This is an optimization exercise on Yosys and OpenROAD, whose aim is small area and a short achievable clock period, not a production implementation. The RTL was checked by simulation tests, not by an equivalence proof against the original design. Power figures rest on the tool's default switching activity, not on a simulated workload.

v6:
==> flow/design.v (excerpt) <==
module neoB1 #(
	parameter int LINE_WIDTH = 320,
	parameter int WD_LIMIT = 8192,
	parameter int WD_PULSE = 16,
	localparam int ADDR_W = $clog2(LINE_WIDTH),
	localparam int COLS = 16,
	localparam int ROWS = (LINE_WIDTH + COLS - 1) / COLS
) (
	input wire CLK_6MB,
	input wire nS1H1,
	input wire sprValid,
	output logic sprReady,
	input wire [ADDR_W-1:0] sprX,
	input wire [7:0] sprPal,
	input wire [31:0] sprGfx,
	input wire lineStart,
	input wire [7:0] fixData,
	input wire [3:0] fixPal,
	input wire cpuPalSel,
	input wire neoB1Pkg::palIndexT cpuPalAddr,
	input wire wdKick,
	output neoB1Pkg::palIndexT palAddr,
	output logic nHalt,
	output logic nReset
);
	logic rdEn;
	logic bankSel;
	logic [1:0][COLS-1:0] rdCol;
	logic [1:0][ROWS-1:0] rdRow;
	neoB1Pkg::palIndexT rdData;
	logic lbWrValid;
	logic lbWrReady;
	logic [ADDR_W-1:0] lbWrAddr;
	neoB1Pkg::palIndexT lbWrData;
	spritePixelWriter #(.LINE_WIDTH(LINE_WIDTH)) spritePixelWriter_inst (
		.CLK_6MB (CLK_6MB),
		.nS1H1 (nS1H1),
		.sprValid (sprValid),
		.sprReady (sprReady),
		.sprX (sprX),
		.sprPal (sprPal),
		.sprGfx (sprGfx),
		.lbWrValid (lbWrValid),
		.lbWrReady (lbWrReady),
		.lbWrAddr (lbWrAddr),
		.lbWrData (lbWrData)
	);
	lineBuffer #(.LINE_WIDTH(LINE_WIDTH), .COLS(COLS)) lineBuffer_inst (
		.CLK_6MB (CLK_6MB),
		.nS1H1 (nS1H1),
		.lineStart (lineStart),
		.lbWrValid (lbWrValid),
		.lbWrReady (lbWrReady),
		.lbWrAddr (lbWrAddr),
		.lbWrData (lbWrData),
		.rdEn (rdEn),
		.bankSelOut (bankSel),
		.rdCol (rdCol),
		.rdRow (rdRow),
  ...
For scale: about 15,000 cells after synthesis, roughly 290,000 um2 of cells after synthesis.
Settings: LEC_CHECK=0, CAP_MARGIN=50, CELL_PAD_IN_SITES_DETAIL_PLACEMENT=1, CELL_PAD_IN_SITES_GLOBAL_PLACEMENT=2, CORE_MARGIN=2, CORE_UTILIZATION=40, CTS_CLUSTER_DIAMETER=60, CTS_CLUSTER_SIZE=20, SETUP_SLACK_MARGIN=4.0, SLEW_MARGIN=50; clock period 8.0 ns.
standard.sh (not shown) runs the stock make flow with config.mk's settings and CLKGATE_MAP_FILE= SYNTH_SCRIPT=/design/flow/synth_recipe.tcl, a recipe that flattens the netlist after the stock synthesis.
==> flow/flow/run.sh <==
#!/bin/bash
# The standard layout, with the CPU palette bypass pins kept together on one edge
# (flow/io_pins.tcl, read before the pins are placed), global routing kept mostly
# off met1 (flow/grt_layers.tcl, read before global routing) and more rounds of
# antenna repair after detailed routing.
set -euo pipefail
work=$(pwd)
export PRE_IO_PLACEMENT_TCL="$work/flow/io_pins.tcl"
export PRE_GLOBAL_ROUTE_TCL="$work/flow/grt_layers.tcl"
export MAX_REPAIR_ANTENNAS_ITER_DRT=10
bash "$work/standard.sh" > "$work/standard_flow.log" 2>&1
==> flow/flow/grt_layers.tcl <==
# The flip-flops block most met1 tracks inside the cells: keep global routing mostly off met1
set_global_routing_layer_adjustment met1 0.85
set_global_routing_layer_adjustment met2-met5 0.2
==> flow/flow/io_pins.tcl <==
# Keep the CPU palette bypass (cpuPalSel, cpuPalAddr -> palAddr) on one stretch of one edge,
# each palAddr pin beside its cpuPalAddr pin and cpuPalSel in the middle.
set pins {}
for {set i 0} {$i < 6} {incr i} {
  lappend pins "cpuPalAddr\[$i\]" "palAddr\[$i\]"
}
lappend pins cpuPalSel
for {set i 6} {$i < 12} {incr i} {
  lappend pins "cpuPalAddr\[$i\]" "palAddr\[$i\]"
}
set_io_pin_constraint -pin_names $pins -region left:* -group -order
Both conditions hold for v6: the flow ran to the end and the final layout passed the timing, design-rule and antenna checks.
Changes in v7 relative to v6:
Settings: swapping 4.0 for 4.4 in SETUP_SLACK_MARGIN; swapping 50 for 40 in CAP_MARGIN; swapping 50 for 40 in SLEW_MARGIN.
- Summary: net load switching power, v7 worse than v6
- Run comparison: v7 source of the critical timing path paletteAddressMux_inst.rdCol[16]; v6 source of the critical timing path paletteAddressMux_inst.rdCol[22]
- On final area, v7 does worse than v6.
- Compare v6 and v7 | final critical-path required period higher: v6
- Looking at area of the multi-input gates, v7 sits 4.0% higher than v6 does.

## re-timing with driven ports
The flow's constraints put no driver on any port. The routed layouts listed below were extracted and timed again, unchanged, in two steps.
Step 1 sets driving cells, clkbuf_16 on the clock port and buf_2 on the other inputs (assumed; they add their load-dependent delay and slew).
Step 2, shift: input delay + t, output delay - t, t = (earliest + latest rising clock arrival at the registers) / 2. This alone moves slack from input paths to output paths.
Slacks: no drivers / after step 1 / after step 2; pairs: no drivers / after step 1.
| run | t, ns | setup WS [ns] | slew at the worst register clock pin (ns) |
|---|---|---|---|
| v6 | 1.342 | 3.723 / 3.723 / 3.144 | 0.09 / 0.09 |
| v7 | 1.361 | 4.037 / 4.037 / 3.366 | 0.09 / 0.09 |
After both steps setup and hold are still met in every run listed. The setup slack of v7, which loses most, moves by 0.000 ns with the drivers and by -0.671 ns with both steps.
